Source: an optimization exercise on an open RTL-to-GDS flow (aim: small area). Production flows keep margins and buffers that such runs may drop.
At most, simulation tests tie the RTL to the original design; equivalence was not proved.
Power figures rest on the tool's default switching activity, not on a simulated workload.

==> flow/design.v <==
`default_nettype none
package msix_pkg;
    localparam int HDR_W  = 64;
    localparam int DATA_W = 64;
    localparam int BEAT_W = HDR_W + DATA_W;
    typedef enum logic [7:0] {
        KIND_MRD  = 8'h00,
        KIND_MWR  = 8'h40,
        KIND_CPL  = 8'h4a,
        KIND_INTR = 8'h30
    } kind_t;
    localparam logic [3:0] CPL_OK          = 4'h0;
    localparam logic [3:0] CPL_UNSUPPORTED = 4'h1;
    typedef struct packed {
        kind_t       kind;
        logic [3:0]  bar;
        logic [3:0]  length;
        logic [7:0]  tag;
        logic [39:0] addr;
    } req_hdr_t;
    typedef struct packed {
        kind_t       kind;
        logic [15:0] vector;
        logic [39:0] rsvd;
    } intr_hdr_t;
    typedef union packed {
        req_hdr_t  req;
        intr_hdr_t intr;
    } hdr_word_u;
endpackage
`default_nettype wire
`timescale 1ns/1ps
`default_nettype none
module msix_shim_top #(
    parameter int TABLE_SIZE    = 8,
    parameter int TABLE_OFFSET  = 32'h2000,
    parameter int MSIX_BAR      = 0,
    parameter int BAR_LOG2_SIZE = 14
) (
    input  logic                        clk,
    input  logic                        rst_n,
    input  logic                        rx_in_valid,
    output logic                        rx_in_ready,
    input  logic [msix_pkg::BEAT_W-1:0] rx_in_data,
    input  logic                        rx_in_last,
    output logic                        rx_out_valid,
    input  logic                        rx_out_ready,
    output logic [msix_pkg::BEAT_W-1:0] rx_out_data,
    output logic                        rx_out_last,
    input  logic                        tx_in_valid,
    output logic                        tx_in_ready,
    input  logic [msix_pkg::BEAT_W-1:0] tx_in_data,
    input  logic                        tx_in_last,
    output logic                        tx_out_valid,
    input  logic                        tx_out_ready,
    output logic [msix_pkg::BEAT_W-1:0] tx_out_data,
    output logic                        tx_out_last
);
    logic [1023:0] ring;
    logic [4:0]    phase;
    logic          clearing;
    logic          rx_sop;
    logic          tx_sop;
    logic          half;        
    logic [4:0]    phase_inc;
    assign phase_inc = phase + 5'd1;
    logic [31:0] st31, st30, st1, st0;
    assign st31 = ring[1023:992];
    assign st30 = ring[991:960];
    assign st1  = ring[63:32];
    assign st0  = ring[31:0];
    logic [7:0] rx_kind;
    logic [3:0] rx_len;
    logic [4:0] rx_w;
    logic       is_tbl, is_wr, len2, form_ok, ph_w, ph_pair;
    logic       wr_now, wr_acc, cpl_go;
    assign rx_kind = rx_in_data[63:56];
    assign rx_len  = rx_in_data[51:48];
    assign rx_w    = rx_in_data[6:2];
    assign is_tbl  = rx_sop && (rx_kind[7] == 1'b0) && (rx_kind[5:0] == 6'd0) &&
                     (rx_in_data[55:52] == 4'd0) &&
                     (rx_in_data[13:7] == 7'b1000000);
    assign is_wr   = rx_kind[6];
    assign len2    = (rx_len == 4'd2);
    assign form_ok = (rx_len == 4'd1) || (len2 && !rx_in_data[2]);
    assign ph_w    = (phase == rx_w);
    assign ph_pair = (phase[4:1] == rx_w[4:1]);
    assign wr_now = rx_in_valid && is_tbl && is_wr && form_ok && !clearing &&
                    (len2 ? (ph_pair && (!phase[0] || half)) : ph_w);
    assign wr_acc = len2 ? phase[0] : 1'b1;
    logic cpl_due, cpl_due_d;
    assign cpl_due_d = rx_in_valid && is_tbl && !is_wr && (phase_inc == rx_w) &&
                       !(clearing && phase != 5'd31);
    assign cpl_go    = cpl_due && tx_sop;
    assign rx_out_valid = rx_in_valid && !is_tbl;
    assign rx_out_data  = rx_in_data;
    assign rx_out_last  = rx_in_last;
    assign rx_in_ready = !is_tbl ? rx_out_ready :
                         is_wr   ? (!form_ok || (wr_now && wr_acc)) :
                                   (cpl_go && tx_out_ready);
    logic       is_intr, vec_big, intr_slot, intr_go;
    assign is_intr   = tx_sop && (tx_in_data[63:56] == 8'h30);
    assign vec_big   = |tx_in_data[55:43];
    assign intr_slot = !clearing && !wr_now && (phase == {tx_in_data[42:40], 2'b10});
    assign intr_go   = intr_slot && !vec_big && !st30[0] && !cpl_go;
    assign tx_in_ready = is_intr ? (vec_big || (intr_slot && (st30[0] || (!cpl_go && tx_out_ready))))
                                 : (!cpl_go && tx_out_ready);
    assign tx_out_valid = cpl_go || (tx_in_valid && (is_intr ? intr_go : !cpl_go));
    logic [31:0] ring_in;
    logic        in_lo, in_hi, in_keep;
    assign in_hi   = wr_now && len2 && phase[0];
    assign in_lo   = wr_now && !(len2 && phase[0]);
    assign in_keep = !wr_now && !clearing;
    logic sel_p, sel_c, sel_i, sel_c_lo, sel_c_hi;
    assign sel_c    = cpl_go;
    assign sel_i    = !cpl_go && is_intr;
    assign sel_p    = !cpl_go && !is_intr;
    assign sel_c_lo = cpl_go && form_ok;
    assign sel_c_hi = cpl_go && form_ok && len2;
    for (genvar i = 0; i < 32; i++) begin : g_o
        msix_ao2 u_hi (.a(tx_in_data[96+i]), .sa(sel_p), .b(st30[i]), .sb(sel_c_hi), .y(tx_out_data[96+i]));
        msix_ao2 u_lo (.a(tx_in_data[64+i]), .sa(sel_p), .b(st31[i]), .sb(sel_c_lo || sel_i), .y(tx_out_data[64+i]));
        msix_ao3 u_ad (.a(tx_in_data[i]), .sa(sel_p), .b(rx_in_data[i]), .sb(sel_c), .c(st1[i]), .sc(sel_i), .y(tx_out_data[i]));
        msix_ao3 u_in (.a(rx_in_data[64+i]), .sa(in_lo), .b(rx_in_data[96+i]), .sb(in_hi), .c(st31[i]), .sc(in_keep), .y(ring_in[i]));
    end
    for (genvar i = 0; i < 8; i++) begin : g_a
        msix_ao3 u_ah (.a(tx_in_data[32+i]), .sa(sel_p), .b(rx_in_data[32+i]), .sb(sel_c), .c(st0[i]), .sc(sel_i), .y(tx_out_data[32+i]));
        msix_ao2 u_tg (.a(tx_in_data[40+i]), .sa(sel_p), .b(rx_in_data[40+i]), .sb(sel_c), .y(tx_out_data[40+i]));
    end
    for (genvar i = 0; i < 4; i++) begin : g_l
        if (i == 0)
            msix_ao3 u_ln (.a(tx_in_data[48+i]), .sa(sel_p), .b(rx_in_data[48+i]), .sb(sel_c), .c(1'b1), .sc(sel_i), .y(tx_out_data[48+i]));
        else
            msix_ao2 u_ln (.a(tx_in_data[48+i]), .sa(sel_p), .b(rx_in_data[48+i]), .sb(sel_c), .y(tx_out_data[48+i]));
    end
    assign tx_out_data[63:56] = ({8{sel_p}} & tx_in_data[63:56]) | (sel_c ? 8'h4a : 8'h00) | (sel_i ? 8'h40 : 8'h00);
    assign tx_out_data[55:52] = ({4{sel_p}} & tx_in_data[55:52]) | {3'b000, sel_c && !form_ok};
    assign tx_out_last        = tx_in_last || !sel_p;
    always_ff @(posedge clk) begin
        if (!rst_n) begin
            phase    <= 5'd0;
            clearing <= 1'b1;
            rx_sop   <= 1'b1;
            tx_sop   <= 1'b1;
            half     <= 1'b0;
            cpl_due  <= 1'b0;
        end else begin
            cpl_due <= cpl_due_d;
            half  <= wr_now && len2 && !phase[0];
            phase <= phase_inc;
            if (phase == 5'd31) clearing <= 1'b0;
            if (rx_in_valid && rx_in_ready) rx_sop <= rx_in_last;
            if (tx_in_valid && tx_in_ready) tx_sop <= tx_in_last;
        end
    end
    always_ff @(posedge clk) begin
        ring <= {ring[991:0], ring_in};
    end
endmodule
`default_nettype wire
module msix_ao2 (
    input  logic a, sa, b, sb,
    output logic y
);
    assign y = (a && sa) || (b && sb);
endmodule
module msix_ao3 (
    input  logic a, sa, b, sb, c, sc,
    output logic y
);
    assign y = (a && sa) || (b && sb) || (c && sc);
endmodule
export LEC_CHECK = 0
export CAP_MARGIN = 20
export CORE_MARGIN = 2
export CORE_UTILIZATION = 60
export PLACE_DENSITY = 0.7
export SLEW_MARGIN = 20
export SYNTH_HIERARCHICAL = 1
create_clock -name core_clock -period 4.5 [get_ports {clk}]
standard.sh (not shown) runs the stock make flow with config.mk's settings and CLKGATE_MAP_FILE= SYNTH_SCRIPT=/design/flow/synth_recipe.tcl, a recipe that flattens the netlist after the stock synthesis.
==> flow/flow/run.sh <==
#!/bin/bash
set -euo pipefail
source flow/knobs.sh
CTS_ARGS_V="-sink_clustering_enable -repair_clock_nets -dont_use_dummy_load"
[[ -n "${CTS_SIZE:-}" ]] && CTS_ARGS_V+=" -sink_clustering_size ${CTS_SIZE}"
[[ -n "${CTS_DIAM:-}" ]] && CTS_ARGS_V+=" -sink_clustering_max_diameter ${CTS_DIAM}"
[[ -n "${CTS_BUFS:-}" ]] && CTS_ARGS_V+=" -buf_list {${CTS_BUFS}}"

bash standard.sh \
  BUFFER_PORTS_ARGS="-buffer_cell sky130_fd_sc_hd__buf_1" \
  CTS_ARGS="${CTS_ARGS_V}" \
  finish > make_finish.log 2>&1
==> flow/flow/knobs.sh <==
CTS_SIZE=20; CTS_DIAM=60; CTS_BUFS="sky130_fd_sc_hd__clkbuf_8"
==> next run, changes <==
--- a/flow/design.v
+++ b/flow/design.v
@@ -63,6 +63,4 @@
     logic          tx_sop;
     logic          half;        
-    logic [4:0]    phase_inc;
-    assign phase_inc = phase + 5'd1;
     logic [31:0] st31, st30, st1, st0;
     assign st31 = ring[1023:992];
@@ -89,8 +87,5 @@
                     (len2 ? (ph_pair && (!phase[0] || half)) : ph_w);
     assign wr_acc = len2 ? phase[0] : 1'b1;
-    logic cpl_due, cpl_due_d;
-    assign cpl_due_d = rx_in_valid && is_tbl && !is_wr && (phase_inc == rx_w) &&
-                       !(clearing && phase != 5'd31);
-    assign cpl_go    = cpl_due && tx_sop;
+    assign cpl_go = rx_in_valid && is_tbl && !is_wr && !clearing && ph_w && tx_sop;
     assign rx_out_valid = rx_in_valid && !is_tbl;
     assign rx_out_data  = rx_in_data;
@@ -144,9 +139,7 @@
             tx_sop   <= 1'b1;
             half     <= 1'b0;
-            cpl_due  <= 1'b0;
         end else begin
-            cpl_due <= cpl_due_d;
             half  <= wr_now && len2 && !phase[0];
-            phase <= phase_inc;
+            phase <= phase + 5'd1;
             if (phase == 5'd31) clearing <= 1'b0;
             if (rx_in_valid && rx_in_ready) rx_sop <= rx_in_last;
Effect: The changed run ran to the end with no violations. Wire length is lower by 8.5%. Flip-flop and latch count is lower by 1. Global-route usage is lower by 2.0 points. Setup slack loses 0.046 ns. Critical path depth is higher by 5. Worst hold slack hardly moves. Utilization barely changes. Final cell count is lower by 0.64%. Cell area is about the same. First-iteration DRC count is higher by 11%. Sequential power hardly moves. Clock-buffer cell count is lower by 1.
Function not checked in the first run of this note: the RTL went through the layout flow alone.

what the ideal ports hide:
In the flow no input, the clock included, has a driving cell. The finished layouts below were timed again as built, in two steps.
Step 1 assumes that a clkbuf_16 drives the clock port and a buf_2 every other input.
Step 2 moves the port delays by t, midway between the first and last clock arrival at a register: inputs arrive t later, outputs are due t later. That takes back most of the time a late clock gives input paths.
a / b / c = no drivers / after step 1 / after step 2; a / b = the first two.
run	shift t [ns]	slack for setup (ns)	hold slack, ns	worst setup path at the end
the first run	0.679	0.305 / 0.253 / 0.328	0.279 / 0.279 / 0.279	input to output
the second run	0.682	0.259 / 0.238 / 0.238	0.281 / 0.281 / 0.281	input to output
After both steps setup and hold are still met in every run listed. For the second run, which loses most, drivers alone change the setup slack by -0.021 ns; drivers and shift together by -0.021 ns.
